This is an optimization exercise on Yosys and OpenROAD, whose aim is small area, not a production implementation.
In this exercise RTL edits were held to simulation tests only and were not proved equivalent to the original.
Power figures rest on the tool's default switching activity, not on a simulated workload.

run a:
==> flow/design.v (excerpt) <==
module go_back_n_sender_top #(
	parameter int WINDOW = 5
) (
	input  logic        clk,
	input  logic        arst_n,
	input  logic        in_valid,
	output logic        in_stall,
	input  logic [1:0]  command,
	input  logic [15:0] seq_num,
	input  logic        end_of_message,
	input  logic [15:0] conn_id,
	input  logic [15:0] dest_address,
	input  logic [15:0] src_address,
	input  logic [9:0]  payload_len,
	input  logic [31:0] payload_word,
	output logic        out_valid,
	input  logic        out_stall,
	output logic [2:0]  kind,
	output logic [15:0] out_seq,
	output logic        out_eom,
	output logic [15:0] out_conn,
	output logic [15:0] out_dest,
	output logic [15:0] out_src,
	output logic [9:0]  out_len,
	output logic [31:0] out_payload,
	output logic        last_of_run,
	input  logic        psel,
	input  logic        penable,
	input  logic        pwrite,
	input  logic [3:0]  paddr,
	input  logic [31:0] pwdata,
	output logic [31:0] prdata,
	output logic        pready
);
	typedef enum logic [3:0] {
		S_IDLE, S_INS, S_TA, S_TB, S_SCAN, S_REL, S_DNEW, S_DCONF, S_RSND,
		S_EABT, S_EDISC, S_ECONF1
	} state_t;
	localparam logic [1:0] M_IDLE = 2'd0, M_AWAIT = 2'd1, M_CONN = 2'd2, M_BREAK = 2'd3;
	logic [106:0] d_q [5];
	logic [2:0]   rk_q [5];
	logic [106:0] in_f;
	logic [106:0] h;
	logic [15:0]  h_seq, h_conn;
	logic [2:0]   h_rk;
	logic         ins;
	logic [2:0]   rk_in;
	state_t      st_q;
	logic [1:0]  mode_q;
	logic [2:0]  cnt_q;
	logic [2:0]  k_q;
	logic [2:0]  sc_q;
	logic [2:0]  best_q;
	logic        fnd_q;
	logic        nm_q;
	logic        fa_q;
  ...
Size in the first run: ~800 flip-flops, ~24000 um^2 of cells after synthesis.
Settings: LEC_CHECK=0, CAP_MARGIN=20, CORE_MARGIN=2, CORE_UTILIZATION=70, CTS_BUF_LIST=sky130_fd_sc_hd__clkbuf_16, CTS_CLUSTER_DIAMETER=100, CTS_CLUSTER_SIZE=30, SLEW_MARGIN=20; clock period 5.0 ns.
run.sh (not shown) runs the stock make flow with config.mk's settings and CLKGATE_MAP_FILE= SYNTH_SCRIPT=/design/flow/synth_recipe.tcl, a recipe that flattens the netlist after the stock synthesis.
Looking at the reports, run a completed the entire flow and the layout it produced met the timing, DRC and antenna checks.
diff inputs: run a => run b
--- a/flow/config.mk
+++ b/flow/config.mk
@@ -9,6 +9,3 @@
 export CORE_MARGIN = 2
-export CORE_UTILIZATION = 70
-export CTS_BUF_LIST = sky130_fd_sc_hd__clkbuf_16
-export CTS_CLUSTER_DIAMETER = 100
-export CTS_CLUSTER_SIZE = 30
+export CORE_UTILIZATION = 40
 export SLEW_MARGIN = 20
--- outcome ---
Comparing run a and run b, the higher total power is on run b. Sort run a and run b by slew at the pin closest to its max-slew limit desc -> top: run b. Combinational power share: run b lower than run a. The total number of vias reported for run b is smaller than that of run a by 0.50%. Run b against run a: highest clock rate rose by about 2.7%, minimum period implied by the final worst setup slack moved down, arrival time of the worst setup path went down 1.63 ns, global-route wire length before repair now sits lower. Against run a, post-detailed-routing wire length in run b fell slightly. Relative to run a, design internal power has increased by about 20% in run b. Clock buffer count (lower): run a. Of the two values seen for critical path's slowest cell, clkdlybuf4s50_1 was produced by run b and or4_1 by run a.

========
go_back_n_sender_top, a different RTL version from the one above (not shown whole).
Size in the first run: about 1,900 cells after synthesis, about 780 flip-flops, roughly 0.023 sq mm of cells after synthesis.
Settings: LEC_CHECK=0, CAP_MARGIN=20, CORE_MARGIN=2, CORE_UTILIZATION=80, CTS_BUF_LIST=sky130_fd_sc_hd__clkbuf_8, CTS_CLUSTER_DIAMETER=60, CTS_CLUSTER_SIZE=16, SLEW_MARGIN=20; clock period 5.0 ns.
standard.sh (not shown) runs the stock make flow with config.mk's settings and CLKGATE_MAP_FILE= SYNTH_SCRIPT=/design/flow/synth_recipe.tcl, a recipe that flattens the netlist after the stock synthesis.
==> flow/flow/run.sh <==
#!/bin/bash
set -euo pipefail
export BUFFER_PORTS_ARGS="-buffer_cell sky130_fd_sc_hd__buf_1"
export CTS_ARGS="-sink_clustering_enable -repair_clock_nets -sink_clustering_size 14 -sink_clustering_max_diameter 60 -buf_list sky130_fd_sc_hd__clkbuf_8 -dont_use_dummy_load"
bash standard.sh > standard.log 2>&1
Next try:
==> flow/flow/run.sh (replaced) <==
#!/bin/bash
# The standard layout (standard.sh) with three changes:
#  - synthesis maps the logic with an area-oriented abc script (my_synth.tcl,
#    area.script); the registers are unchanged;
#  - the port buffers are the smallest buffer cell (sky130_fd_sc_hd__buf_1);
#  - clock tree synthesis uses clkbuf_8 clusters and adds no dummy loads.
set -euo pipefail
here=$(pwd)
export MY_ABC_SCRIPT="$here/flow/area.script"
export BUFFER_PORTS_ARGS="-buffer_cell sky130_fd_sc_hd__buf_1"
export CTS_ARGS="-sink_clustering_enable -repair_clock_nets -sink_clustering_size 16 -sink_clustering_max_diameter 60 -buf_list sky130_fd_sc_hd__clkbuf_8 -dont_use_dummy_load"
sed "s#SYNTH_SCRIPT=[^ ]*#SYNTH_SCRIPT=$here/flow/my_synth.tcl#" standard.sh > my_standard.sh
grep -q "SYNTH_SCRIPT=$here/flow/my_synth.tcl" my_standard.sh
bash my_standard.sh > standard.log 2>&1
==> flow/flow/area.script (new file) <==
strash
dch
amap
==> flow/flow/my_synth.tcl (new file) <==
# The standard flow's synthesis script (synth_recipe.tcl), with the final abc mapping run
# on an area-oriented script (flow/area.script) in place of the ORFS one.
# Only the combinational mapping changes; the registers are those of the
# standard synthesis.
proc synth {args} { yosys synth -nofsm -noshare {*}$args }
proc abc {args} {
  set i [lsearch $args -script]
  if {$i >= 0} { lset args [expr {$i + 1}] $::env(MY_ABC_SCRIPT) }
  yosys abc {*}$args
}
source $::env(SCRIPTS_DIR)/synth.tcl
# left out here: clear keep_hierarchy, flatten, clean up, hide names made inside functions, write 1_2_yosys.v
- CORE_UTILIZATION: 80 -> 70
=> With this change the flow finished with negative setup slack left. Design area does not change. Wire length fell by about a fifth. Combinational power fell by a little under a tenth. Hold slack improved by 0.050 ns. Setup slack got worse by 0.74 ns. Via count rose slightly. Total power fell by a few percent. Global-route usage fell by 8.9 points. First-iteration DRC count fell by a quarter to a third. Non-clock buffer count rose by 50. Register-to-register slack got worse by 0.74 ns.
Next try:
==> flow/flow/run.sh (replaced) <==
#!/bin/bash
set -euo pipefail
export BUFFER_PORTS_ARGS="-buffer_cell sky130_fd_sc_hd__buf_1"
export CTS_ARGS="-sink_clustering_enable -repair_clock_nets -sink_clustering_size 20 -sink_clustering_max_diameter 60 -buf_list sky130_fd_sc_hd__clkbuf_8 -dont_use_dummy_load"
bash standard.sh > standard.log 2>&1
removed: flow/flow/area.script
removed: flow/flow/my_synth.tcl
After rerunning:
- The changed run finished with timing, DRC and antenna clean
- via count falls by 11%
- wire length went down by 9.5%
- worst setup slack is better by 0.85 ns
Next try:
==> flow/flow/run.sh (replaced) <==
#!/bin/bash
# The standard layout (standard.sh) with three changes:
#  - synthesis maps the logic with an area-oriented abc script (my_synth.tcl,
#    area.script); the registers are unchanged;
#  - the port buffers are the smallest buffer cell (sky130_fd_sc_hd__buf_1);
#  - clock tree synthesis uses clkbuf_8 clusters and adds no dummy loads.
set -euo pipefail
here=$(pwd)
export MY_ABC_SCRIPT="$here/flow/area.script"
export BUFFER_PORTS_ARGS="-buffer_cell sky130_fd_sc_hd__buf_1"
export CTS_ARGS="-sink_clustering_enable -repair_clock_nets -sink_clustering_size 24 -sink_clustering_max_diameter 60 -buf_list sky130_fd_sc_hd__clkbuf_16 -dont_use_dummy_load"
sed "s#SYNTH_SCRIPT=[^ ]*#SYNTH_SCRIPT=$here/flow/my_synth.tcl#" standard.sh > my_standard.sh
grep -q "SYNTH_SCRIPT=$here/flow/my_synth.tcl" my_standard.sh
bash my_standard.sh > standard.log 2>&1
==> flow/flow/area.script (new file) <==
strash
&get -n
&st
&dch
&nf -R 1000
&put
==> flow/flow/my_synth.tcl (new file) <==
# The standard flow's synthesis script (synth_recipe.tcl), with the final abc mapping run
# on an area-oriented script (flow/area.script) in place of the ORFS one.
# Only the combinational mapping changes; the registers are those of the
# standard synthesis.
proc synth {args} { yosys synth -nofsm -noshare {*}$args }
proc abc {args} {
  set i [lsearch $args -script]
  if {$i >= 0} { lset args [expr {$i + 1}] $::env(MY_ABC_SCRIPT) }
  yosys abc {*}$args
}
source $::env(SCRIPTS_DIR)/synth.tcl
# left out here: clear keep_hierarchy, flatten, clean up, hide names made inside functions, write 1_2_yosys.v
Effect: Wire length came out higher by 1.3%; combinational power went down by 91%; design area falls by 1.2%.
Next try:
--- a/flow/flow/run.sh
+++ b/flow/flow/run.sh
@@ -11 +11 @@
-export CTS_ARGS="-sink_clustering_enable -repair_clock_nets -sink_clustering_size 24 -sink_clustering_max_diameter 60 -buf_list sky130_fd_sc_hd__clkbuf_16 -dont_use_dummy_load"
+export CTS_ARGS="-sink_clustering_enable -repair_clock_nets -sink_clustering_size 16 -sink_clustering_max_diameter 60 -buf_list sky130_fd_sc_hd__clkbuf_8 -dont_use_dummy_load"
=> Sequential share of layout area rose by 0.67 points; combinational power barely changes; setup slack degrades by 0.011 ns.

========
Another version of the RTL of go_back_n_sender_top (not shown whole).
Size: about 1600 cells after synthesis, roughly 780 flip-flops.
clock: 5.0 ns
lec_check: 0
cap_margin: 20
core_margin: 2
core_utilization: 70
cts_buf_list: sky130_fd_sc_hd__clkbuf_8
cts_cluster_diameter: 60
cts_cluster_size: 16
slew_margin: 20
==> flow/flow/run.sh <==
#!/bin/bash
# The standard layout (standard.sh) with three changes:
#  - synthesis maps the logic with an area-oriented abc script (my_synth.tcl,
#    area.script); the registers are unchanged;
#  - the port buffers are the smallest buffer cell (sky130_fd_sc_hd__buf_1);
#  - clock tree synthesis uses clkbuf_4 clusters of 10 sinks and adds no dummy loads.
set -euo pipefail
here=$(pwd)
export MY_ABC_SCRIPT="$here/flow/area.script"
export BUFFER_PORTS_ARGS="-buffer_cell sky130_fd_sc_hd__buf_1"
export CTS_ARGS="-sink_clustering_enable -repair_clock_nets -sink_clustering_size 10 -sink_clustering_max_diameter 60 -buf_list sky130_fd_sc_hd__clkbuf_4 -dont_use_dummy_load"
sed "s#SYNTH_SCRIPT=[^ ]*#SYNTH_SCRIPT=$here/flow/my_synth.tcl#" standard.sh > my_standard.sh
grep -q "SYNTH_SCRIPT=$here/flow/my_synth.tcl" my_standard.sh
bash my_standard.sh > standard.log 2>&1
==> flow/flow/area.script <==
strash
&get -n
&st
&dch
&nf -R 1000
&put
==> flow/flow/my_synth.tcl <==
# The standard flow's synthesis script (synth_recipe.tcl), with the final abc mapping run
# on an area-oriented script (flow/area.script) in place of the ORFS one.
# Only the combinational mapping changes; the registers are those of the
# standard synthesis.
proc synth {args} { yosys synth -nofsm -noshare {*}$args }
proc abc {args} {
  set i [lsearch $args -script]
  if {$i >= 0} { lset args [expr {$i + 1}] $::env(MY_ABC_SCRIPT) }
  yosys abc {*}$args
}
source $::env(SCRIPTS_DIR)/synth.tcl
# left out here: clear keep_hierarchy, flatten, clean up, hide names made inside functions, write 1_2_yosys.v
Rerun with:
--- a/flow/flow/run.sh
+++ b/flow/flow/run.sh
@@ -4,5 +4,5 @@
 #    area.script); the registers are unchanged;
 #  - the port buffers are the smallest buffer cell (sky130_fd_sc_hd__buf_1);
-#  - clock tree synthesis uses clkbuf_4 clusters of 10 sinks and adds no dummy loads.
+#  - clock tree synthesis uses clkbuf_8 clusters and adds no dummy loads.
 set -euo pipefail
 here=$(pwd)
Settings changed: CAP_MARGIN 20 to 0, SLEW_MARGIN 20 to 0.
Utilization barely changes; hold slack gets better by 0.024 ns; sequential cell count stays the same; critical path depth does not change; power stays flat; die area is unchanged; routed wire length is about the same; final cell count is about the same; final area barely changes; maximum frequency went down by 0.66%; clock-buffer cell count rose by 1.

port drivers added, routing unchanged:
In the flow no input, the clock included, has a driving cell. The finished layouts below were timed again as built, in two steps. Step 1: set_driving_cell puts a clkbuf_16 on clk and a buf_2 on each other input, an assumption about the parent block. Step 2 times the ports against the registers' clock, not the clock port: input delays grow and output delays shrink by t, the midpoint of the rising clock arrivals with the driver on. Three values: ideal ports, drivers, drivers and shift; two values: the first two.
| run | shift t [ns] | setup slack, ns | worst hold slack (ns) | latest minus earliest clock arrival (ns) |
|---|---|---|---|---|
| run a | 0.651 | 0.214 / 0.214 / 0.214 | 0.319 / 0.319 / 0.319 | 0.026 / 0.025 |
| run b | 0.661 | 0.338 / 0.313 / 0.313 | 0.299 / 0.299 / 0.299 | 0.037 / 0.037 |
| the first run of note 2 | 0.649 | 0.588 / 0.588 / 0.588 | 0.252 / 0.252 / 0.252 | 0.137 / 0.136 |
| the second run of note 2 | 0.651 | -0.148 / -0.148 / -0.148 | 0.302 / 0.302 / 0.302 | 0.067 / 0.068 |
| the third run of note 2 | 0.637 | 0.699 / 0.699 / 0.699 | 0.275 / 0.275 / 0.275 | 0.116 / 0.117 |
| the fourth run of note 2 | 0.583 | 0.480 / 0.446 / 0.480 | 0.301 / 0.301 / 0.301 | 0.076 / 0.076 |
| the fifth run of note 2 | 0.632 | 0.469 / 0.422 / 0.486 | 0.261 / 0.261 / 0.261 | 0.100 / 0.100 |
| the first run of note 3 | 0.774 | 0.328 / 0.280 / 0.328 | 0.236 / 0.213 / 0.297 | 0.060 / 0.059 |
| the second run of note 3 | 0.733 | 0.297 / 0.297 / 0.297 | 0.260 / 0.240 / 0.279 | 0.150 / 0.149 |
The setup slack of run b, which loses most, moves by -0.025 ns with the drivers and by -0.025 ns with both steps.
